Source: an optimization exercise on an open RTL-to-GDS flow (aim: small area, a short achievable clock period and few clock cycles). Production flows keep margins and buffers that such runs may drop.
At most, simulation tests tie the RTL to the original design; equivalence was not proved.
No activity file was given, so power comes from the tool's default toggle rates.

== the previous run ==
==> module lsce_front, before the edit <==
module lsce_front (
  input  logic        clk,
  input  logic        rst_n,
  input  logic        in_push,
  output logic        in_full,
  input  logic [7:0]  in_pixel,
  input  logic        in_row_end,
  input  logic        in_frame_end,
  input  logic [8:0]  thr,
  input  logic        job_free,
  input  logic        job_idle_next,
  output logic        job_load,
  output logic [8:0]  job_p,
  output logic [9:0]  job_d1,
  output logic [8:0]  job_s,
  output logic [9:0]  job_d2,
  output logic [11:0] job_pkc,
  output logic [11:0] job_trc,
  output logic        job_found,
  input  logic        res_pop,
  input  logic        res_last,
  output logic [11:0] row_number,
  output logic        job_last
);
  logic [7:0]        pd0_r, pd1_r;
  logic [11:0]       kcm_r;         
  logic              rstart_r;      
  logic              ev_v_r;        
  logic              ev_f_r;        
  logic              ev_last_r;
  logic signed [8:0] ev_g_r;
  logic              accept, room;
  logic signed [8:0] pk1_r, tr1_r, prev_r;
  logic signed [8:0] pk0_r, pk2_r, tr0_r, tr2_r;
  logic [11:0]       pkc_r, trc_r;          
  logic              pk_pend_r, tr_pend_r;
  logic              fresh_r;               
  logic              fin_r, fin_last_r, full_r;
  logic [11:0]       row_r;
  logic signed [8:0] n_pk1, n_tr1, n_prev;
  logic signed [8:0] n_pk0, n_pk2, n_tr0, n_tr2;
  logic [11:0]       n_pkc, n_trc;
  logic              n_pk_pend, n_tr_pend, n_fresh;
  logic              upd_pk, upd_tr, fin_take;
  logic signed [9:0] trt;
  logic signed [8:0] g, g0;
  assign in_full = full_r;
  assign row_number = row_r;
  assign accept  = in_push && !full_r;
  assign room    = kcm_r != 12'hfff;
  always_ff @(posedge clk) begin
    if (!rst_n) begin
      rstart_r <= 1'b1;
      ev_v_r <= 1'b0;
      ev_f_r <= 1'b0;
    end else begin
      ev_v_r <= accept && !rstart_r && room;
      ev_f_r <= accept ? in_row_end : (ev_f_r && !fin_take);
      if (accept) begin
        rstart_r <= in_row_end;
      end
    end
  end
  always_ff @(posedge clk) begin
    ev_g_r <= $signed({1'b0, in_pixel}) - $signed({1'b0, pd1_r});
    if (accept) begin
      pd1_r <= pd0_r;
      pd0_r <= in_pixel;
      if (rstart_r) begin
        kcm_r <= '0;
      end else if (room) begin
        kcm_r <= kcm_r + 12'd1;
      end
      if (in_row_end) begin
        ev_last_r <= in_frame_end;
      end
    end
  end
  always_comb begin
    g    = ev_g_r;
    g0   = fresh_r ? 9'sd0 : g;
    upd_pk = fresh_r || lsce_pkg::sge9(g, pk1_r);
    upd_tr = fresh_r || !lsce_pkg::sge9(g, tr1_r);
    n_pk1 = pk1_r;  n_pk0 = pk0_r;  n_pk2 = pk2_r;  n_pkc = pkc_r;
    n_pk_pend = pk_pend_r;
    n_tr1 = tr1_r;  n_tr0 = tr0_r;  n_tr2 = tr2_r;  n_trc = trc_r;
    n_tr_pend = tr_pend_r;
    n_prev = prev_r;
    n_fresh = fresh_r;
    if (ev_v_r) begin
      if (upd_pk) begin
        n_pk1 = g0;
        n_pk0 = prev_r;
        n_pk2 = '0;                           
        n_pkc = kcm_r;
        n_pk_pend = 1'b1;
      end else if (pk_pend_r) begin
        n_pk2 = g;
        n_pk_pend = 1'b0;
      end
      if (upd_tr) begin
        n_tr1 = g0;
        n_tr0 = prev_r;
        n_tr2 = '0;
        n_trc = kcm_r;
        n_tr_pend = 1'b1;
      end else if (tr_pend_r) begin
        n_tr2 = g;
        n_tr_pend = 1'b0;
      end
      n_prev = g0;
      n_fresh = 1'b0;
    end
    job_load = fin_r && job_free;
    job_p    = 9'(pk1_r - pk0_r);                               
    job_d1   = 10'({pk1_r, 1'b0} - 10'(pk0_r) - 10'(pk2_r));   
    job_s    = 9'(tr2_r - tr1_r);                               
    job_d2   = 10'(10'(tr0_r) + 10'(tr2_r) - {tr1_r, 1'b0});   
    job_pkc  = pkc_r;
    job_trc  = trc_r;
    trt = 10'(tr1_r) + $signed({1'b0, thr});
    job_found = !fresh_r && (pkc_r != 12'd1) && (trc_r != 12'd1)
                && lsce_pkg::sge10(10'(pk1_r), {1'b0, thr})    
                && (trt[9] || trt == 10'sd0)                    
                && (pk1_r > 9'sd0) && (tr1_r <= 9'sd0);
    job_last = fin_last_r;
    fin_take = ev_f_r && (!fin_r || job_load);
  end
  always_ff @(posedge clk) begin
    pk1_r <= n_pk1;  pk0_r <= n_pk0;  pk2_r <= n_pk2;  pkc_r <= n_pkc;
    pk_pend_r <= n_pk_pend;
    tr1_r <= n_tr1;  tr0_r <= n_tr0;  tr2_r <= n_tr2;  trc_r <= n_trc;
    tr_pend_r <= n_tr_pend;
    prev_r <= n_prev;
    if (fin_take) begin
      fin_last_r <= ev_last_r;
    end
  end
  always_ff @(posedge clk) begin
    if (!rst_n) begin
      fresh_r <= 1'b1;
      fin_r <= 1'b0;
      full_r <= 1'b0;
      row_r <= '0;
    end else begin
      fresh_r <= n_fresh || job_load;
      fin_r <= fin_take || (fin_r && !job_load);
      full_r <= (fin_take || (fin_r && !job_load)) && !job_idle_next;
      if (res_pop) begin
        if (res_last) begin
          row_r <= '0;
        end else if (row_r != 12'hfff) begin
          row_r <= row_r + 12'd1;
        end
      end
    end
  end
endmodule
export LEC_CHECK = 0
export CAP_MARGIN = 20
export CORE_MARGIN = 2
export CORE_UTILIZATION = 40
export CTS_BUF_LIST = sky130_fd_sc_hd__clkbuf_16
export CTS_CLUSTER_DIAMETER = 60
export CTS_CLUSTER_SIZE = 16
export SLEW_MARGIN = 20
create_clock -name core_clock -period 8.0 [get_ports {clk}]
standard.sh (not shown) runs the stock make flow with config.mk's settings and CLKGATE_MAP_FILE= SYNTH_SCRIPT=/design/flow/synth_recipe.tcl, a recipe that flattens the netlist after the stock synthesis.
==> flow/flow/run.sh <==
#!/bin/bash
set -euo pipefail
bash standard.sh SETUP_SLACK_MARGIN=5.2 "BUFFER_PORTS_ARGS=-buffer_cell sky130_fd_sc_hd__buf_2" finish > standard_flow.log 2>&1
Here is what was changed in the inputs of the current run compared with the previous run.
==> flow/design.v, changed modules only <==
module lsce_front (
  input  logic        clk,
  input  logic        rst_n,
  input  logic        in_push,
  output logic        in_full,
  input  logic [7:0]  in_pixel,
  input  logic        in_row_end,
  input  logic        in_frame_end,
  input  logic [8:0]  thr,
  input  logic        job_free,
  input  logic        job_idle_next,
  output logic        job_load,
  output logic [8:0]  job_p,
  output logic [9:0]  job_d1,
  output logic [8:0]  job_s,
  output logic [9:0]  job_d2,
  output logic [11:0] job_pkc,
  output logic [11:0] job_trc,
  output logic        job_found,
  input  logic        res_pop,
  input  logic        res_last,
  output logic [11:0] row_number,
  output logic        job_last
);
  logic [7:0]        pd0_r, pd1_r;
  logic [11:0]       kcm_r;         
  logic              rstart_r;      
  logic              ev_v_r;        
  logic              ev_f_r;        
  logic              ev_last_r;
  logic signed [8:0] ev_g_r;
  logic              accept, room;
  logic signed [8:0] pk1_r, tr1_r, prev_r;
  logic signed [8:0] pk0_r, pk2_r, tr0_r, tr2_r;
  logic [11:0]       pkc_r, trc_r;          
  logic              pk_pend_r, tr_pend_r, pk_at0_r, tr_at0_r;
  logic              fresh_r;               
  logic              fin_r, fin_last_r, full_r;
  logic [11:0]       row_r;
  logic signed [8:0] n_pk1, n_tr1, n_prev;
  logic signed [8:0] n_pk0, n_pk2, n_tr0, n_tr2;
  logic [11:0]       n_pkc, n_trc;
  logic              n_pk_pend, n_tr_pend, n_pk_at0, n_tr_at0, n_fresh;
  logic              upd_pk, upd_tr, fin_take;
  logic signed [9:0] trt;
  logic signed [8:0] g, g0;
  assign in_full = full_r;
  assign row_number = row_r;
  assign accept  = in_push && !full_r;
  assign room    = kcm_r != 12'hfff;
  always_ff @(posedge clk) begin
    if (!rst_n) begin
      rstart_r <= 1'b1;
      ev_v_r <= 1'b0;
      ev_f_r <= 1'b0;
    end else begin
      ev_v_r <= accept && !rstart_r && room;
      ev_f_r <= accept ? in_row_end : (ev_f_r && !fin_take);
      if (accept) begin
        rstart_r <= in_row_end;
      end
    end
  end
  always_ff @(posedge clk) begin
    ev_g_r <= $signed({1'b0, in_pixel}) - $signed({1'b0, pd1_r});
    if (accept) begin
      pd1_r <= pd0_r;
      pd0_r <= in_pixel;
      if (rstart_r) begin
        kcm_r <= '0;
      end else if (room) begin
        kcm_r <= kcm_r + 12'd1;
      end
      if (in_row_end) begin
        ev_last_r <= in_frame_end;
      end
    end
  end
  always_comb begin
    g    = ev_g_r;
    g0   = fresh_r ? 9'sd0 : g;
    upd_pk = fresh_r || lsce_pkg::sge9(g, pk1_r);
    upd_tr = fresh_r || !lsce_pkg::sge9(g, tr1_r);
    n_pk1 = pk1_r;  n_pk0 = pk0_r;  n_pk2 = pk2_r;  n_pkc = pkc_r;
    n_pk_pend = pk_pend_r;  n_pk_at0 = pk_at0_r;
    n_tr1 = tr1_r;  n_tr0 = tr0_r;  n_tr2 = tr2_r;  n_trc = trc_r;
    n_tr_pend = tr_pend_r;  n_tr_at0 = tr_at0_r;
    n_prev = prev_r;
    n_fresh = fresh_r;
    if (ev_v_r) begin
      if (upd_pk) begin
        n_pk1 = g0;
        n_pk0 = prev_r;
        n_pk2 = '0;                           
        n_pkc = kcm_r;
        n_pk_pend = 1'b1;
        n_pk_at0 = fresh_r;
      end else if (pk_pend_r) begin
        n_pk2 = g;
        n_pk_pend = 1'b0;
      end
      if (upd_tr) begin
        n_tr1 = g0;
        n_tr0 = prev_r;
        n_tr2 = '0;
        n_trc = kcm_r;
        n_tr_pend = 1'b1;
        n_tr_at0 = fresh_r;
      end else if (tr_pend_r) begin
        n_tr2 = g;
        n_tr_pend = 1'b0;
      end
      n_prev = g0;
      n_fresh = 1'b0;
    end
    job_load = fin_r && job_free;
    job_p    = 9'(pk1_r - pk0_r);                               
    job_d1   = 10'({pk1_r, 1'b0} - 10'(pk0_r) - 10'(pk2_r));   
    job_s    = 9'(tr2_r - tr1_r);                               
    job_d2   = 10'(10'(tr0_r) + 10'(tr2_r) - {tr1_r, 1'b0});   
    job_pkc  = pkc_r;
    job_trc  = trc_r;
    trt = 10'(tr1_r) + $signed({1'b0, thr});
    job_found = !fresh_r && !pk_at0_r && !tr_at0_r
                && lsce_pkg::sge10(10'(pk1_r), {1'b0, thr})    
                && (trt[9] || trt == 10'sd0)                    
                && (pk1_r > 9'sd0) && (tr1_r <= 9'sd0);
    job_last = fin_last_r;
    fin_take = ev_f_r && (!fin_r || job_load);
  end
  always_ff @(posedge clk) begin
    pk1_r <= n_pk1;  pk0_r <= n_pk0;  pk2_r <= n_pk2;  pkc_r <= n_pkc;
    pk_pend_r <= n_pk_pend;  pk_at0_r <= n_pk_at0;
    tr1_r <= n_tr1;  tr0_r <= n_tr0;  tr2_r <= n_tr2;  trc_r <= n_trc;
    tr_pend_r <= n_tr_pend;  tr_at0_r <= n_tr_at0;
    prev_r <= n_prev;
    if (fin_take) begin
      fin_last_r <= ev_last_r;
    end
  end
  always_ff @(posedge clk) begin
    if (!rst_n) begin
      fresh_r <= 1'b1;
      fin_r <= 1'b0;
      full_r <= 1'b0;
      row_r <= '0;
    end else begin
      fresh_r <= n_fresh || job_load;
      fin_r <= fin_take || (fin_r && !job_load);
      full_r <= (fin_take || (fin_r && !job_load)) && !job_idle_next;
      if (res_pop) begin
        if (res_last) begin
          row_r <= '0;
        end else if (row_r != 12'hfff) begin
          row_r <= row_r + 12'd1;
        end
      end
    end
  end
endmodule
## What came out
The current run reached the final stage; the timing, design-rule and antenna checks on its layout passed. The current run ended up with more standard cells than the previous run. Cmp the current run and the previous run / routed via count / lower: the previous run. The current run gives less non-clock buffer total of the final layout than the previous run did. On final design instance area without fill, the current run does worse than the previous run. Clock share of power: the previous run vs the current run, no meaningful difference.
Testbench counts of the current run, summed over its fixed seeds: cycles 85,102.
For the previous run, only the layout was checked, not whether the RTL still works.

-- afterwards: timing with drivers on the ports --
No port has a modelled driver above. Below, the same layouts with a new extraction and two added sets of constraints. Step 1, drivers: a clkbuf_16 drives clk and a buf_2 each remaining input, both assumed. Step 2, shift: input delay + t, output delay - t, t = (earliest + latest rising clock arrival at the registers) / 2. This alone moves slack from input paths to output paths. Three values: no drivers, after step 1, after step 2; two values: the first two.
| run | shift t [ns] | setup slack, ns | worst setup path after step 2 |
|---|---|---|---|
| the previous run | 0.619 | 5.228 / 5.186 / 4.784 | input to register |
| the current run | 0.619 | 5.257 / 5.206 / 4.865 | input to register |
After both steps setup and hold are still met in every run listed. For the previous run, which loses most, drivers alone change the setup slack by -0.042 ns; drivers and shift together by -0.444 ns.
